Source: an optimization exercise on an open RTL-to-GDS flow (aim: small area). Production flows keep margins and buffers that such runs may drop. Function was checked by simulation only, so behaviour that the tests miss may differ from the original.

[flow/run.sh]
#!/bin/bash
# synth_recipe.tcl (not shown) runs the flow's synth.tcl, then flattens the netlist and writes it again
# the make line also repeats each setting of config.mk as NAME=value (left out here)
make -C /OpenROAD-flow-scripts/flow DESIGN_CONFIG=/design/flow/config.mk WORK_HOME=/design/flow/orfs CLKGATE_MAP_FILE= SYNTH_SCRIPT=/design/flow/synth_recipe.tcl finish
[flow/config.mk]
export PLATFORM = sky130hd
export DESIGN_NAME = bm_noise_out
export DESIGN_NICKNAME = bm_noise_out
export VERILOG_FILES = /design/flow/design.v
export SDC_FILE = /design/flow/constraint.sdc
export NUM_CORES = 4
export LEC_CHECK = 0
export CAP_MARGIN = 20
export CORE_MARGIN = 2
export CORE_UTILIZATION = 40
export SLEW_MARGIN = 20
[flow/constraint.sdc]
create_clock -name core_clock -period 8.0 [get_ports {clk}]
set_input_delay 1.6000 -clock core_clock [delete_from_list [all_inputs] [get_ports {clk}]]
set_output_delay 1.6000 -clock core_clock [all_outputs]
set_load 0.01 [all_outputs]
[flow/design.v]
module bm_noise_out #(
   parameter int DEPTH = 8,
   parameter int AW    = 3
) (
   input  logic          clk,
   input  logic          rst_n,
   input  logic          in_valid,
   output logic          in_ready,
   input  logic [16:0]   f,
   input  logic [15:0]   g0,
   input  logic [15:0]   g1,
   output logic          out_valid,
   input  logic          out_ready,
   output logic [15:0]   out_data,
   output logic          out_idx,
   output logic [AW:0]   fifo_level
);
   typedef enum logic {HALF0 = 1'b0, HALF1 = 1'b1} half_t;
   logic               init_reg;
   logic               s0_valid_reg;
   logic [16:0]        s0_f_reg;
   logic [15:0]        s0_g0_reg;
   logic [15:0]        s0_g1_reg;
   logic               s1_valid_reg;
   logic signed [33:0] s1_p0_reg;
   logic signed [33:0] s1_p1_reg;
   logic               s2_valid_reg;
   logic [15:0]        s2_x0_reg;
   logic [15:0]        s2_x1_reg;
   logic [31:0]        mem [0:DEPTH-1];
   logic [AW-1:0]      wr_ptr_reg;
   logic [AW-1:0]      rd_ptr_reg;
   logic [AW:0]        level_reg;
   half_t              half_reg;
   logic               accept;
   logic               push;
   logic               pop;
   logic [AW+1:0]      occupancy;
   logic [33:0]        f_ext;
   logic [33:0]        g0_ext;
   logic [33:0]        g1_ext;
   logic signed [33:0] rnd0;
   logic signed [33:0] rnd1;
   logic [31:0]        head;
   logic               rnd_unused;
   assign f_ext  = {17'b0, s0_f_reg};
   assign g0_ext = {{18{s0_g0_reg[15]}}, s0_g0_reg};
   assign g1_ext = {{18{s0_g1_reg[15]}}, s0_g1_reg};
   assign rnd0 = s1_p0_reg + 34'sd65536;
   assign rnd1 = s1_p1_reg + 34'sd65536;
   assign rnd_unused = ^{rnd0[33], rnd0[16:0], rnd1[33], rnd1[16:0]};
   assign occupancy = (AW+2)'(level_reg) + (AW+2)'(s0_valid_reg)
                    + (AW+2)'(s1_valid_reg) + (AW+2)'(s2_valid_reg);
   assign in_ready  = init_reg && (occupancy <= (AW+2)'(DEPTH - 1));
   assign accept        = in_valid && in_ready;
   assign push          = s2_valid_reg;
   assign out_valid = (level_reg != '0);
   assign pop           = out_valid && out_ready && (half_reg == HALF1);
   assign head          = mem[rd_ptr_reg];
   assign out_data  = !out_valid     ? 16'h0000 :
                          (half_reg == HALF1) ? head[31:16] : head[15:0];
   assign out_idx   = (half_reg == HALF1);
   assign fifo_level    = level_reg;
   always_ff @(posedge clk or negedge rst_n) begin
      if (!rst_n) begin
         init_reg     <= 1'b0;
         s0_valid_reg <= 1'b0;
         s0_f_reg     <= '0;
         s0_g0_reg    <= '0;
         s0_g1_reg    <= '0;
         s1_valid_reg <= 1'b0;
         s1_p0_reg    <= '0;
         s1_p1_reg    <= '0;
         s2_valid_reg <= 1'b0;
         s2_x0_reg    <= '0;
         s2_x1_reg    <= '0;
         wr_ptr_reg   <= '0;
         rd_ptr_reg   <= '0;
         level_reg    <= '0;
      end else begin
         init_reg     <= 1'b1;
         s0_valid_reg <= accept;
         if (accept) begin
            s0_f_reg  <= f;
            s0_g0_reg <= g0;
            s0_g1_reg <= g1;
         end
         s1_valid_reg <= s0_valid_reg;
         s1_p0_reg    <= $signed(f_ext * g0_ext);
         s1_p1_reg    <= $signed(f_ext * g1_ext);
         s2_valid_reg <= s1_valid_reg;
         s2_x0_reg    <= rnd0[32:17];
         s2_x1_reg    <= rnd1[32:17];
         if (push) wr_ptr_reg <= wr_ptr_reg + AW'(1);
         if (pop)  rd_ptr_reg <= rd_ptr_reg + AW'(1);
         level_reg <= level_reg + (AW+1)'(push) - (AW+1)'(pop);
      end
   end
   always_ff @(posedge clk) begin
      if (push) mem[wr_ptr_reg] <= {s2_x1_reg, s2_x0_reg};
   end
   always_ff @(posedge clk or negedge rst_n) begin
      if (!rst_n) begin
         half_reg <= HALF0;
      end else if (out_valid && out_ready) begin
         case (half_reg)
            HALF0:   half_reg <= HALF1;
            default: half_reg <= HALF0;
         endcase
      end
   end
endmodule
==> results of run 1 <==
-- cells by family (layout without fill, tap and decap cells) --
kind of cell | after synthesis | in the layout | share of synthesized area (%)
adder cells (fa/ha/maj) | 661 | 661 | 35.5
buffers and inverters | 620 | 678 | 7.28
other | 1 | 1 | 0.0117
flip-flops | 386 | 386 | 34.0
multiplexers | 129 | 129 | 7.32
XOR/XNOR | 77 | 77 | 2.10
AO/OA/AOI/OAI | 134 | 134 | 2.93
AND/OR/NAND/NOR | 701 | 701 | 10.9
-- cells in the final DEF, fill, tap and decap left out, types with 4 or more instances in the layout --
master / instances
sky130_fd_sc_hd__nor2_1: 39
sky130_fd_sc_hd__clkinv_2: 9
sky130_fd_sc_hd__fa_1: 417
sky130_fd_sc_hd__nand2_1: 299
sky130_fd_sc_hd__clkdlybuf4s50_1: 74
sky130_fd_sc_hd__nand3_1: 23
sky130_fd_sc_hd__clkbuf_16: 41
sky130_fd_sc_hd__buf_4: 28
sky130_fd_sc_hd__o21bai_1: 4
sky130_fd_sc_hd__inv_1: 501
sky130_fd_sc_hd__nor2_4: 6
sky130_fd_sc_hd__dfrtp_1: 123
sky130_fd_sc_hd__nor3_1: 6
sky130_fd_sc_hd__dfrtp_2: 6
sky130_fd_sc_hd__and3_1: 12
sky130_fd_sc_hd__xor2_1: 23
sky130_fd_sc_hd__and2_1: 266
sky130_fd_sc_hd__a211oi_1: 8
sky130_fd_sc_hd__ha_1: 244
sky130_fd_sc_hd__nand4_1: 16
sky130_fd_sc_hd__a21o_1: 27
sky130_fd_sc_hd__nor2b_1: 5
sky130_fd_sc_hd__clkinvlp_4: 4
sky130_fd_sc_hd__mux2_2: 49
sky130_fd_sc_hd__o21ai_0: 20
sky130_fd_sc_hd__mux4_2: 80
sky130_fd_sc_hd__bufinv_16: 5
sky130_fd_sc_hd__xnor2_1: 54
sky130_fd_sc_hd__a2111oi_0: 4
sky130_fd_sc_hd__nand2b_1: 18
sky130_fd_sc_hd__edfxtp_1: 256
sky130_fd_sc_hd__a21oi_1: 38
-- per-layer routing --
layer  part of all wire (%)  wire [um]  global-route usage [%]  up-vias
met5                  0.055         41                       0        -
met4                    2.2       1640                    4.62        6
met3                    5.9       4360                    2.84      114
met2                     49      36200                    31.9      584
met1                     43      32300                    25.4    10200
li1                       -          -                       -     8685
-- worst max-delay path by stage --
| stage | endpoint | slack [ps] | depth (start not counted) | from |
|---|---|---|---|---|
| 5_1_grt | s1_p0_reg[23]$_DFF_PN0_ | 850 | 20 | s0_f_reg[12]$_DFFE_PN0P_ |
| 3_5_place_dp | s1_p1_reg[30]$_DFF_PN0_ | 1240 | 20 | s0_f_reg[7]$_DFFE_PN0P_ |
| 4_1_cts | s1_p1_reg[30]$_DFF_PN0_ | 1200 | 20 | s0_f_reg[7]$_DFFE_PN0P_ |
| 3_3_place_gp | s1_p0_reg[32]$_DFF_PN0_ | 1320 | 20 | s0_f_reg[5]$_DFFE_PN0P_ |
| 6_report | s1_p0_reg[26]$_DFF_PN0_ | 1260 | 20 | s0_f_reg[14]$_DFFE_PN0P_ |
| 2_1_floorplan | s1_p0_reg[23]$_DFF_PN0_ | 2140 | 23 | s0_g0_reg[7]$_DFFE_PN0P_ |
-- area by class of cell --
cell class	instances	area (um2)	share of cell area [%]
multi-input cells	1703	18900	53.4
flip-flops and latches	386	11000	30.9
inverters	501	1880	5.31
well taps	1050	1310	3.71
clock buffers	47	1080	3.04
repair buffers	104	977	2.76
clock inverters	26	309	0.872
-- stage by stage --
step | instances | setup WS, ps | instance area [um2]
6_report | 3817 | 1260 | 35400
5_1_grt | 3817 | 849 | 35400
4_1_cts | 3817 | 1200 | 35400
3_5_place_dp | 3744 | 1240 | 34100
3_3_place_gp | 3743 | 1320 | 34000
2_1_floorplan | 2709 | 2140 | 32200
-- worst max-delay path: cells and delay by family, from the launching register on --
kind / cells / cell delay [ps]
AO/OA/AOI/OAI: 5 / 1140
flip-flops: 1 / 1000
buffers and inverters: 4 / 480
adder cells (fa/ha/maj): 7 / 3380
AND/OR/NAND/NOR: 3 / 490
XOR/XNOR: 1 / 140
==> flow_summary_export.csv, run 1 <==
group,metric,value,unit
outcome,status,"timing/DRC/antenna clean",
timing,grt_setup_unrepaired,"false",
critical_path,worstPathCellList,"buf_4, nand2_1, fa_1, fa_1, fa_1, inv_1, fa_1, fa_1, inv_1, fa_1, inv_1, ha_1, a21oi_1, nor2_1, nor4b_2, a41oi_2, a31oi_2, o21bai_1, a21oi_1, xnor2_1",
logic_synthesis,synth.most_common_cell,"sky130_fd_sc_hd__inv_1",
drt,detail_route.vias_per_cell,5.13,
critical_path,ff2ff_setup_slack,1260,ps
timing,slew-limit-headroom,25.0,%
global_routing,grt_first_pass_wirelength,121000,um
timing,tightest_slew,1130,ps
logic_synthesis,ys_async_sr_fraction,33.7,%
timing,hold_violations,0,
drt,detail_route.wirelength,74600,um
logic_synthesis,postSynthCellCount,2709,
critical_path,worst_path_cell_with_the_longest_stage_delay,"sky130_fd_sc_hd__dfrtp_1",
die,io-pin-count,76,
cells_and_area,syn_to_final_growth,10.2,%
logic_synthesis,yosys-top-cells-count,"sky130_fd_sc_hd__inv_1, sky130_fd_sc_hd__fa_1, sky130_fd_sc_hd__nand2_1",
critical_path,worstPathMaxFanout,24,
drt,wl_per_cell,19.5,um
global_routing,pin_count_of_the_biggest_net_entering_global_routing,75,
die,floorplan.die_area,82700,um2
critical_path,path_common_cell,"sky130_fd_sc_hd__fa_1",
logic_synthesis,post_synth_num_cell_types,55,
hold_path,hold_path_end,"s1_valid_reg$_DFF_PN0_",
critical_path,startpoint_type,"flop",
timing,setup-violations-final,0,
clock_tree,cts_hold_buf,0,
job,drv_cap,0,
die,die_h,288,um
clock_tree,clk_transition_reported_paths,60,ps
timing,period_share,84.3,%
clock_tree,clockBufferDepth,3,
logic_synthesis,mappedNetlistArea,32200,um2
logic_synthesis,netlist.top_cell.by_area,"sky130_fd_sc_hd__fa_1",
drt,initialDrtViolationCount,1157,
global_routing,antenna_found_initial,4,
cells_and_area,post_layout_utilization_of_the_core,44.7,%
timing,timing.final.crit_period,6740,ps
clock_tree,root_buffer,"sky130_fd_sc_hd__clkbuf_16",
die,initial_core_util,40.6,%
timing,tns,0,ps
critical_path,worst-r2r-cell-count,20,
placed_design,gpl_wtd_cong,0.902,
critical_path,crit-reg2reg-launch,"s0_f_reg[14]$_DFFE_PN0P_",
clock_tree,ctsResizeCount,0,
critical_path,timing.critical_path.to_type,"flop",
cells_and_area,regMostFlops,"mem",
hold_path,hold_start,"s0_valid_reg$_DFF_PN0_",
logic_synthesis,yosysSeqAreaShare,34.0,%
drt,route.antenna.remaining_nets,0,
cells_and_area,num-fill-cells,7222,
clock_tree,cts_htree_levels,2,
critical_path,worst_ep_required_time,8480,ps
clock_tree,tritoncts,"done",
critical_path,timing.critical_path.arrival,7220,ps
logic_synthesis,synth_ff_type,"sky130_fd_sc_hd__edfxtp_1",
clock_tree,cts-buffers-inserted,40,
drt,drt_pre_antenna_iters,5,
critical_path,regToRegEndpoint,"s1_p0_reg[26]$_DFF_PN0_",
drt,drt_drc_violations_left,0,
logic_synthesis,post_synth.cell_area_avg,11.9,um2
logic_synthesis,ys_ff_latch,386,
cells_and_area,layout-drive-gt1-share,9.14,%
logic_synthesis,postSynthNetCount,3423,
placed_design,place.port_buffers,75,
global_routing,grt_pass1_vias,21900,
cells_and_area,antenna_cells_inserted,0,
critical_path,criticalPathCategory,"flop to flop",
hold_path,holdCritPathClass,"flop to flop",
critical_path,crit_path_max_cell_delay,1000,ps
die,die_w,288,um
clock_tree,numClockSinks,386,
timing,maxSlewViolCount,0,
logic_synthesis,yosys_warnings,1,
hold_path,hold_depth,0,
die,core,79300,um2
timing,maxClockFrequency,0.148,GHz
logic_synthesis,synth-edff-count,256,
clock_tree,clk-insertion-delay-late,580,ps
timing,fin_skew,33.1,ps
logic_synthesis,synthDominantCellAreaShare,26.0,%
cells_and_area,design.final.nets,3450,
global_routing,track_usage,18.8,%
die,std_cell_rows,103,
clock_tree,post_cts_buffers,0,
placed_design,dp.final_hpwl,53900,um
drt,route.vias.total,19600,
cells_and_area,flip_flop_count_of_the_largest_register_all_copies_and_words_added,256,
timing,holdWs,401,ps
logic_synthesis,synth.top_cells.by_area,"sky130_fd_sc_hd__fa_1, sky130_fd_sc_hd__edfxtp_1, sky130_fd_sc_hd__dfrtp_1",
global_routing,globalRouteOverflowTotal,0,
==> run 2, diff against run 1 <==
==> flow/design.v (replaced) <==
module bm_noise_out #(
   parameter int DEPTH = 8,
   parameter int AW    = 3
) (
   input  logic          clk,
   input  logic          rst_n,
   input  logic          in_valid,
   output logic          in_ready,
   input  logic [16:0]   f,
   input  logic [15:0]   g0,
   input  logic [15:0]   g1,
   output logic          out_valid,
   input  logic          out_ready,
   output logic [15:0]   out_data,
   output logic          out_idx,
   output logic [AW:0]   fifo_level
);
   logic               init_reg;
   logic               s0_valid_reg;
   logic               s1_valid_reg;
   logic               s2_valid_reg;
   logic [AW-1:0]      wr_ptr_reg;
   logic [AW-1:0]      rd_ptr_reg;
   logic [AW:0]        level_reg;
   logic               half_reg;
   logic [16:0]        mem_f  [0:DEPTH-1];
   logic [15:0]        mem_g0 [0:DEPTH-1];
   logic [15:0]        mem_g1 [0:DEPTH-1];
   logic               accept;
   logic               push;
   logic               pop;
   logic [AW+1:0]      occupancy;
   logic [16:0]        head_f;
   logic [15:0]        head_g;
   logic signed [33:0] prod;
   logic signed [33:0] rnd;
   assign occupancy = (AW+2)'(level_reg) + (AW+2)'(s0_valid_reg)
                    + (AW+2)'(s1_valid_reg) + (AW+2)'(s2_valid_reg);
   assign in_ready   = init_reg && (occupancy <= (AW+2)'(DEPTH - 1));
   assign accept     = in_valid && in_ready;
   assign push       = s2_valid_reg;
   assign out_valid  = (level_reg != '0);
   assign pop        = out_valid && out_ready && half_reg;
   assign out_idx    = half_reg;
   assign fifo_level = level_reg;
   assign head_f   = mem_f[rd_ptr_reg];
   assign head_g   = half_reg ? mem_g1[rd_ptr_reg] : mem_g0[rd_ptr_reg];
   assign prod     = $signed({1'b0, head_f}) * $signed(head_g);
   assign rnd      = prod + 34'sd65536;
   assign out_data = out_valid ? rnd[32:17] : 16'h0000;
   always_ff @(posedge clk or negedge rst_n) begin
      if (!rst_n) begin
         init_reg     <= 1'b0;
         s0_valid_reg <= 1'b0;
         s1_valid_reg <= 1'b0;
         s2_valid_reg <= 1'b0;
         wr_ptr_reg   <= '0;
         rd_ptr_reg   <= '0;
         level_reg    <= '0;
         half_reg     <= 1'b0;
      end else begin
         init_reg     <= 1'b1;
         s0_valid_reg <= accept;
         s1_valid_reg <= s0_valid_reg;
         s2_valid_reg <= s1_valid_reg;
         if (accept) wr_ptr_reg <= wr_ptr_reg + AW'(1);
         if (pop)    rd_ptr_reg <= rd_ptr_reg + AW'(1);
         level_reg <= level_reg + (AW+1)'(push) - (AW+1)'(pop);
         if (out_valid && out_ready) half_reg <= ~half_reg;
      end
   end
   always_ff @(posedge clk) begin
      if (accept) begin
         mem_f[wr_ptr_reg]  <= f;
         mem_g0[wr_ptr_reg] <= g0;
         mem_g1[wr_ptr_reg] <= g1;
      end
   end
endmodule
==> run 2 against run 1 <==
  * Now fails the layout checks on negative setup slack
  * Maximum frequency shrank 28%
  * Non-clock buffer count grew 248
  * Clock-buffer cell count fell by 5
  * Wire length shrank 20%
  * Via count is 24% lower
  * Global-route usage increased by 0.37 points
  * Worst hold slack worse by 2.2 ps
  * First-iteration DRC count fell by 31%
  * Critical path type is now flop to output port
  * Highest routed layer unchanged
==> flow_summary_export.csv, run 2 <==
group,metric,value,unit
logic_synthesis,post_synth.cell_area_avg,13.9,um2
placed_design,gpl_wtd_cong,0.904,
global_routing,pin_count_of_the_biggest_net_entering_global_routing,50,
placed_design,dp.final_hpwl,43000,um
logic_synthesis,synth.top_cells.by_area,"sky130_fd_sc_hd__edfxtp_1, sky130_fd_sc_hd__fa_1, sky130_fd_sc_hd__mux4_2",
logic_synthesis,synth_ff_type,"sky130_fd_sc_hd__edfxtp_1",
logic_synthesis,postSynthCellCount,1792,
critical_path,worstPathMaxFanout,7,
cells_and_area,reg.largest.list,"mem_f x136, mem_g0 x128, mem_g1 x128",
die,initial_core_util,40.4,%
timing,fin_skew,12.6,ps
drt,route.vias.total,14900,
clock_tree,root_buffer,"sky130_fd_sc_hd__clkbuf_16",
drt,drt_drc_violations_left,0,
cells_and_area,antenna_cells_inserted,0,
critical_path,worst_ep_required_time,6400,ps
clock_tree,cts-buffers-inserted,38,
clock_tree,clockBufferDepth,3,
logic_synthesis,post_synth_num_cell_types,63,
logic_synthesis,postSynthNetCount,2181,
cells_and_area,num-fill-cells,5262,
global_routing,track_usage,19.2,%
die,die_h,253,um
die,std_cell_rows,91,
critical_path,criticalPathCategory,"flop to output port",
global_routing,grt_first_pass_wirelength,94000,um
logic_synthesis,ys_async_sr_fraction,3.69,%
timing,timing.final.crit_period,9340,ps
timing,final_critical_path_setup_slack,-1340,ps
logic_synthesis,synthDominantCellAreaShare,47.3,%
timing,tightest_slew,912,ps
cells_and_area,design.final.nets,2498,
hold_path,holdCritPathClass,"flop to flop",
cells_and_area,regMostFlops,"mem_f",
die,core,61600,um2
timing,grt_setup_unrepaired,"true",
drt,detail_route.vias_per_cell,5.00,
global_routing,globalRouteOverflowTotal,0,
critical_path,timing.critical_path.arrival,7740,ps
logic_synthesis,ys_ff_latch,407,
logic_synthesis,netlist.top_cell.by_area,"sky130_fd_sc_hd__edfxtp_1",
cells_and_area,sequential_standard_cell_area,12200,um2
clock_tree,numClockSinks,407,
placed_design,pre_cts_slack,-1380,ps
cells_and_area,number_of_non_filler_instances_in_the_completed_layout,2973,
timing,period_share,117,%
die,io-pin-count,76,
placed_design,dp_cells,2872,
critical_path,timing.critical_path.to_type,"output port",
timing,hold_violations,0,
drt,initialDrtViolationCount,796,
placed_design,place.port_buffers,75,
timing,maxSlewViolCount,0,
cells_and_area,most_used_cells_in_the_layout_excluding_fill_and_tap_cells,"sky130_fd_sc_hd__edfxtp_1, sky130_fd_sc_hd__inv_1, sky130_fd_sc_hd__buf_4, sky130_fd_sc_hd__fa_1, sky130_fd_sc_hd__nand2_1",
clock_tree,clk_transition_reported_paths,70,ps
cells_and_area,layout-drive-gt1-share,27.7,%
logic_synthesis,yosys_warnings,1,
logic_synthesis,mappedNetlistArea,24900,um2
clock_tree,cts_hold_buf,0,
logic_synthesis,yosys-top-cells-count,"sky130_fd_sc_hd__edfxtp_1, sky130_fd_sc_hd__inv_1, sky130_fd_sc_hd__fa_1",
timing,setup-violations-final,16,
outcome,status,"complete, but fails checks",
die,die_w,253,um
logic_synthesis,synth.most_common_cell,"sky130_fd_sc_hd__edfxtp_1",
logic_synthesis,yosysSeqAreaShare,48.8,%
drt,detail_route.wirelength,59500,um
outcome,check.faults,"negative setup slack",
cells_and_area,multi_input_comb_area,12000,um2
cells_and_area,flip_flop_count_of_the_largest_register_all_copies_and_words_added,136,
logic_synthesis,synth-edff-count,392,
timing,maxClockFrequency,0.107,GHz
cells_and_area,layout.cells.most_common,"sky130_fd_sc_hd__edfxtp_1",
global_routing,grt_pass1_vias,16300,
drt,route.antenna.remaining_nets,0,
critical_path,startpoint_type,"flop",
clock_tree,clk-insertion-delay-late,530,ps
die,floorplan.die_area,64200,um2
drt,drt_pre_antenna_iters,5,
clock_tree,cts_htree_levels,2,
timing,slew-limit-headroom,39.2,%
global_routing,antenna_found_initial,5,
cells_and_area,syn_to_final_growth,24.1,%
drt,wl_per_cell,20.0,um
clock_tree,tritoncts,"done",
job,drv_cap,0,
[run 2: changes by cell type in the layout (fill, tap and decap cells not counted), sizes merged, moves of 118 or more]
cell and delta:
fa -207, inv -227, buf +261, edfxtp +136, ha -118, and2 -234
[run 2: final timing paths]
| check | from | endpoint | slack (ps) | depth (start not counted) |
|---|---|---|---|---|
| min reg2reg | s1_valid_reg$_DFF_PN0_ | s2_valid_reg$_DFF_PN0_ | 400 | 0 |
| max reg2reg | level_reg[0]$_DFF_PN0_ | mem_g1[2][4]$_DFFE_PP_ | 4420 | 10 |
| max | rd_ptr_reg[0]$_DFFE_PN0P_ | out_data[5] | -1340 | 27 |
| min | s1_valid_reg$_DFF_PN0_ | s2_valid_reg$_DFF_PN0_ | 400 | 0 |
| min in group asynchronous | rst_n | wr_ptr_reg[1]$_DFFE_PN0P_ | 1580 | 1 |
| max in group asynchronous | rst_n | rd_ptr_reg[0]$_DFFE_PN0P_ | 5760 | 1 |
[run 2: layer usage]
layer	GRT usage [%]	share of wire (%)	wire, um
met1	25.5	44	26000
met2	33.6	50	29800
met3	2.35	4.2	2520
met4	4.46	2.0	1200
met5	0	0.11	67
[run 2: layout make-up]
class | count | share of cell area (%)
Tap cell | 837 | 3.39
Clock inverter | 25 | 1.01
Multi-Input combinational cell | 1036 | 38.9
Clock buffer | 42 | 3.34
Inverter | 274 | 3.34
Timing Repair Buffer | 352 | 10.7
Sequential cell | 407 | 39.4
[run 2: cell families after synthesis]
family | share of synthesized area (%)
simple gates | 7.93
flops | 48.8
buf+inv | 5.46
fa+ha+maj | 23.2
mux | 10.7
compound gates | 3.15
xor+xnor | 0.704
other cells | 0.0151
[run 2: stage by stage]
stage	setup TNS, ps	area [um2]	hold slack [ps]	util [%]
floorplan	-4940	25300	372	-
global placement	-18660	28800	383	46.7
detailed placement	-20030	28800	388	46.7
CTS	-19460	30600	399	49.8
global route	-22780	30900	419	50.1
finish	-19190	30900	399	50.1
[run 2: what timing repair did]
item                                    4_1_cts  5_1_grt
pin swaps                                    28       29
endpoints found under the setup margin       16       16
hold endpoints to repair                      0        0
buffers inserted                             27        6
cloned                                        2        0
gates resized for setup                     130       59
[run 2: worst max-delay path, stage by stage (launching register included)]
cell                      delay, ps
sky130_fd_sc_hd__dfrtp_4        520
sky130_fd_sc_hd__buf_12         150
sky130_fd_sc_hd__buf_12         140
sky130_fd_sc_hd__buf_12         130
sky130_fd_sc_hd__mux4_2         420
sky130_fd_sc_hd__mux4_2         580
sky130_fd_sc_hd__nor2b_1        180
sky130_fd_sc_hd__fa_1           490
sky130_fd_sc_hd__inv_2           50
sky130_fd_sc_hd__fa_1           530
sky130_fd_sc_hd__inv_1           50
sky130_fd_sc_hd__fa_1           510
sky130_fd_sc_hd__fa_1           430
sky130_fd_sc_hd__fa_1           490
sky130_fd_sc_hd__inv_1           50
sky130_fd_sc_hd__fa_1           490
sky130_fd_sc_hd__inv_2           40
sky130_fd_sc_hd__ha_4           210
sky130_fd_sc_hd__a21o_1         150
sky130_fd_sc_hd__a21o_1         170
sky130_fd_sc_hd__a21o_1         210
sky130_fd_sc_hd__buf_6          130
sky130_fd_sc_hd__a21o_1         180
sky130_fd_sc_hd__a21o_1         240
sky130_fd_sc_hd__o41ai_2        240
sky130_fd_sc_hd__xor2_1         170
sky130_fd_sc_hd__nor2_1          60
sky130_fd_sc_hd__buf_2          170
==> run 3, diff against run 2 <==
--- a/flow/design.v
+++ b/flow/design.v
@@ -31,8 +31,10 @@
    logic               pop;
    logic [AW+1:0]      occupancy;
-   logic [16:0]        head_f;
-   logic [15:0]        head_g;
-   logic signed [33:0] prod;
-   logic signed [33:0] rnd;
+   logic [AW-1:0]      mul_slot;
+   logic               mul_hi;
+   logic [16:0]        mul_f;
+   logic [15:0]        mul_g;
+   logic [15:0]        mul_x;
+   logic [15:0]        out_reg;
    assign occupancy = (AW+2)'(level_reg) + (AW+2)'(s0_valid_reg)
                     + (AW+2)'(s1_valid_reg) + (AW+2)'(s2_valid_reg);
@@ -44,9 +46,12 @@
    assign out_idx    = half_reg;
    assign fifo_level = level_reg;
-   assign head_f   = mem_f[rd_ptr_reg];
-   assign head_g   = half_reg ? mem_g1[rd_ptr_reg] : mem_g0[rd_ptr_reg];
-   assign prod     = $signed({1'b0, head_f}) * $signed(head_g);
-   assign rnd      = prod + 34'sd65536;
-   assign out_data = out_valid ? rnd[32:17] : 16'h0000;
+   assign mul_slot = rd_ptr_reg + AW'(half_reg);
+   assign mul_hi   = out_valid && !half_reg;
+   assign mul_f    = mem_f[mul_slot];
+   assign mul_g    = mul_hi ? mem_g1[mul_slot] : mem_g0[mul_slot];
+   logic signed [33:0] prod;
+   assign prod  = $signed({1'b0, mul_f}) * $signed(mul_g) + 34'sd65536;
+   assign mul_x = prod[32:17];
+   assign out_data = out_valid ? out_reg : 16'h0000;
    always_ff @(posedge clk or negedge rst_n) begin
       if (!rst_n) begin
@@ -71,4 +76,7 @@
    end
    always_ff @(posedge clk) begin
+      if (!out_valid || out_ready) out_reg <= mul_x;
+   end
+   always_ff @(posedge clk) begin
       if (accept) begin
          mem_f[wr_ptr_reg]  <= f;
==> run 3 against run 2 <==
  * The run now finishes clean
  * Via count is 3.3% lower
  * Worst setup slack better by 1600 ps
==> flow_summary_export.csv, run 3 <==
group,metric,value,unit
outcome,status,"timing/DRC/antenna clean",
logic_synthesis,postSynthNetCount,2184,
logic_synthesis,synthDominantCellAreaShare,48.4,%
logic_synthesis,post_synth.cell_area_avg,14.1,um2
hold_path,hold_start,"s1_valid_reg$_DFF_PN0_",
clock_tree,root_buffer,"sky130_fd_sc_hd__clkbuf_16",
clock_tree,cts_htree_levels,2,
critical_path,timing.critical_path.to_type,"flop",
die,io-pin-count,76,
die,die_h,256,um
logic_synthesis,yosys_warnings,1,
placed_design,gpl_wtd_cong,0.886,
critical_path,worstPathMaxFanout,19,
timing,maxClockFrequency,0.129,GHz
drt,wl_per_cell,20.1,um
drt,detail_route.vias_per_cell,5.10,
cells_and_area,syn_to_final_growth,16.1,%
timing,maxSlewViolCount,0,
clock_tree,numClockSinks,423,
cells_and_area,reg.largest.list,"mem_f x136, mem_g0 x128, mem_g1 x128",
timing,tightest_slew,949,ps
global_routing,antenna_found_initial,1,
critical_path,crit_path_start,"rd_ptr_reg[0]$_DFFE_PN0P_",
global_routing,grt_first_pass_wirelength,89300,um
global_routing,track_usage,17.6,%
drt,drt_pre_antenna_iters,5,
logic_synthesis,synth.most_common_cell,"sky130_fd_sc_hd__edfxtp_1",
drt,initialDrtViolationCount,1150,
timing,period_share,97.2,%
logic_synthesis,ys_async_sr_fraction,3.55,%
timing,setup-violations-final,0,
placed_design,place.port_buffers,75,
cells_and_area,flip_flop_count_of_the_largest_register_all_copies_and_words_added,136,
global_routing,grt_pass1_vias,15500,
clock_tree,clockBufferDepth,3,
global_routing,globalRouteOverflowTotal,0,
logic_synthesis,synth-edff-count,408,
timing,timing.final.crit_period,7780,ps
timing,tns,0,ps
timing,slew-limit-headroom,36.7,%
critical_path,worst_ep_required_time,8290,ps
logic_synthesis,yosys-top-cells-count,"sky130_fd_sc_hd__edfxtp_1, sky130_fd_sc_hd__inv_1, sky130_fd_sc_hd__fa_1",
cells_and_area,most_used_cells_in_the_layout_excluding_fill_and_tap_cells,"sky130_fd_sc_hd__edfxtp_1, sky130_fd_sc_hd__inv_1, sky130_fd_sc_hd__fa_1, sky130_fd_sc_hd__nand2_1, sky130_fd_sc_hd__ha_1",
clock_tree,clk_transition_reported_paths,60,ps
cells_and_area,regMostFlops,"mem_f",
die,floorplan.die_area,65300,um2
cells_and_area,antenna_cells_inserted,0,
global_routing,pin_count_of_the_biggest_net_entering_global_routing,50,
die,std_cell_rows,92,
logic_synthesis,netlist.top_cell.by_area,"sky130_fd_sc_hd__edfxtp_1",
logic_synthesis,mappedNetlistArea,25300,um2
clock_tree,clk-insertion-delay-late,580,ps
logic_synthesis,ys_ff_latch,423,
placed_design,dp.final_hpwl,39700,um
clock_tree,cts-buffers-inserted,43,
clock_tree,tritoncts,"done",
cells_and_area,design.final.nets,2330,
logic_synthesis,synth_ff_type,"sky130_fd_sc_hd__edfxtp_1",
drt,drt_drc_violations_left,0,
logic_synthesis,postSynthCellCount,1793,
cells_and_area,layout-drive-gt1-share,15.3,%
logic_synthesis,synth.top_cells.by_area,"sky130_fd_sc_hd__edfxtp_1, sky130_fd_sc_hd__fa_1, sky130_fd_sc_hd__mux4_2",
drt,route.antenna.remaining_nets,0,
critical_path,startpoint_type,"flop",
die,core,62900,um2
hold_path,holdCritPathClass,"flop to flop",
job,drv_cap,0,
critical_path,crit-reg2reg-launch,"rd_ptr_reg[0]$_DFFE_PN0P_",
drt,detail_route.wirelength,56700,um
placed_design,pre_cts_slack,146,ps
cells_and_area,layout.cells.most_common,"sky130_fd_sc_hd__edfxtp_1",
logic_synthesis,yosysSeqAreaShare,49.9,%
timing,fin_skew,36.7,ps
cells_and_area,num-fill-cells,5487,
timing,final_critical_path_setup_slack,220,ps
timing,hold_violations,0,
critical_path,timing.critical_path.arrival,8070,ps
drt,route.vias.total,14400,
die,die_w,256,um
logic_synthesis,post_synth_num_cell_types,56,
die,initial_core_util,40.3,%
critical_path,criticalPathCategory,"flop to flop",
run 3: changes by cell type after synthesis, sizes merged, moves of 7 or more:
| cell | change |
|---|---|
| nor2b | -11 |
| nand3 | +12 |
| clkbuf | -7 |
| nand2 | -11 |
| nand2b | +17 |
| edfxtp | +16 |
| mux2 | -11 |
| mux2i | -7 |
| a21o | -17 |
| inv | -16 |
| and2 | +22 |
run 3: critical path, stage by stage, from the launching register on:
cell	delay, ps
sky130_fd_sc_hd__dfrtp_1	430
sky130_fd_sc_hd__ha_4	190
sky130_fd_sc_hd__ha_4	310
sky130_fd_sc_hd__buf_12	130
sky130_fd_sc_hd__buf_12	170
sky130_fd_sc_hd__buf_4	150
sky130_fd_sc_hd__mux4_2	290
sky130_fd_sc_hd__mux4_2	670
sky130_fd_sc_hd__inv_1	300
sky130_fd_sc_hd__nor2_1	110
sky130_fd_sc_hd__fa_1	520
sky130_fd_sc_hd__fa_1	430
sky130_fd_sc_hd__fa_1	510
sky130_fd_sc_hd__fa_1	430
sky130_fd_sc_hd__fa_1	560
sky130_fd_sc_hd__fa_1	460
sky130_fd_sc_hd__ha_1	340
sky130_fd_sc_hd__a21o_1	200
sky130_fd_sc_hd__a21o_1	180
sky130_fd_sc_hd__a21oi_1	130
sky130_fd_sc_hd__o21ai_0	80
sky130_fd_sc_hd__a21oi_1	340
sky130_fd_sc_hd__o21ai_0	140
sky130_fd_sc_hd__a311oi_1	300
sky130_fd_sc_hd__nor3_1	90
run 3: cell type report:
type / instances / area, um2 / area share (%)
well taps: 846 / 1060 / 3.60
inverters: 257 / 965 / 3.28
clock buffers: 46 / 1090 / 3.70
clock inverters: 32 / 448 / 1.52
multi-input cells: 1045 / 11500 / 39.2
repair buffers: 169 / 1670 / 5.69
flip-flops and latches: 423 / 12600 / 43.0
run 3: stage by stage:
step	cells	cell area (um2)	hold WS (ps)	util (%)
after floorplan	1793	25300	372	-
after global placement	2731	27700	386	44.1
after detailed placement	2731	27700	388	44.1
after CTS	2809	29200	423	46.5
after global routing	2818	29400	432	46.8
final	2818	29400	409	46.8
run 3: worst paths after layout:
path,end,cells after the start,slack (ps)
worst max-delay path,out_reg[10]$_DFFE_PP_,24,220
worst min-delay path,s2_valid_reg$_DFF_PN0_,0,410
worst max register to register,out_reg[10]$_DFFE_PP_,24,220
worst min register to register,s2_valid_reg$_DFF_PN0_,0,410
max in group asynchronous,rd_ptr_reg[0]$_DFFE_PN0P_,1,6100
min in group asynchronous,level_reg[2]$_DFF_PN0_,1,1460
run 3: timing repair:
action / CTS / global route
gates resized for setup: 0 / 11
hold buffers: 0 / 0
endpoints found under the setup margin: 0 / 13
setup buffers: 0 / 7
run 3: cells by family after synthesis:
family / Yosys count / share of synthesized area (%)
AO/OA/AOI/OAI: 110 / 2.91
XOR/XNOR: 27 / 0.934
adder cells (fa/ha/maj): 338 / 22.9
buffers and inverters: 325 / 5.21
flip-flops: 423 / 49.9
multiplexers: 114 / 9.82
other: 1 / 0.0148
AND/OR/NAND/NOR: 455 / 8.34
run 3: per-layer routing:
metal / global-route usage, % / vias to the layer above / wire length (um)
met5: 0 / - / 13
met4: 4.82 / 2 / 1380
met3: 2.85 / 86 / 3040
met2: 29.2 / 410 / 27600
met1: 24.2 / 7392 / 24700
li1: - / 6482 / -

[what the ideal ports hide]
In the flow no input, the clock included, has a driving cell. The finished layouts below were timed again as built, in two steps. Step 1 assumes that a clkbuf_16 drives the clock port and a buf_2 every other input. Step 2, shift: input delay + t, output delay - t, t = (earliest + latest rising clock arrival at the registers) / 2. This alone moves slack from input paths to output paths. Slacks: ideal ports / drivers / drivers and shift; pairs: ideal ports / drivers.
| run | shift t [ns] | setup WS [ns] | hold slack, ns | latest minus earliest clock arrival (ns) | cell pins on the clock port's net |
|---|---|---|---|---|---|
| run 1 | 0.625 | 1.256 / 1.256 / 1.256 | 0.401 / 0.401 / 0.401 | 0.038 / 0.038 | 1 |
| run 2 | 0.570 | -1.340 / -1.388 / -0.819 | 0.399 / 0.399 / 0.399 | 0.014 / 0.015 | 1 |
| run 3 | 0.623 | 0.220 / 0.220 / 0.220 | 0.409 / 0.409 / 0.409 | 0.037 / 0.037 | 1 |
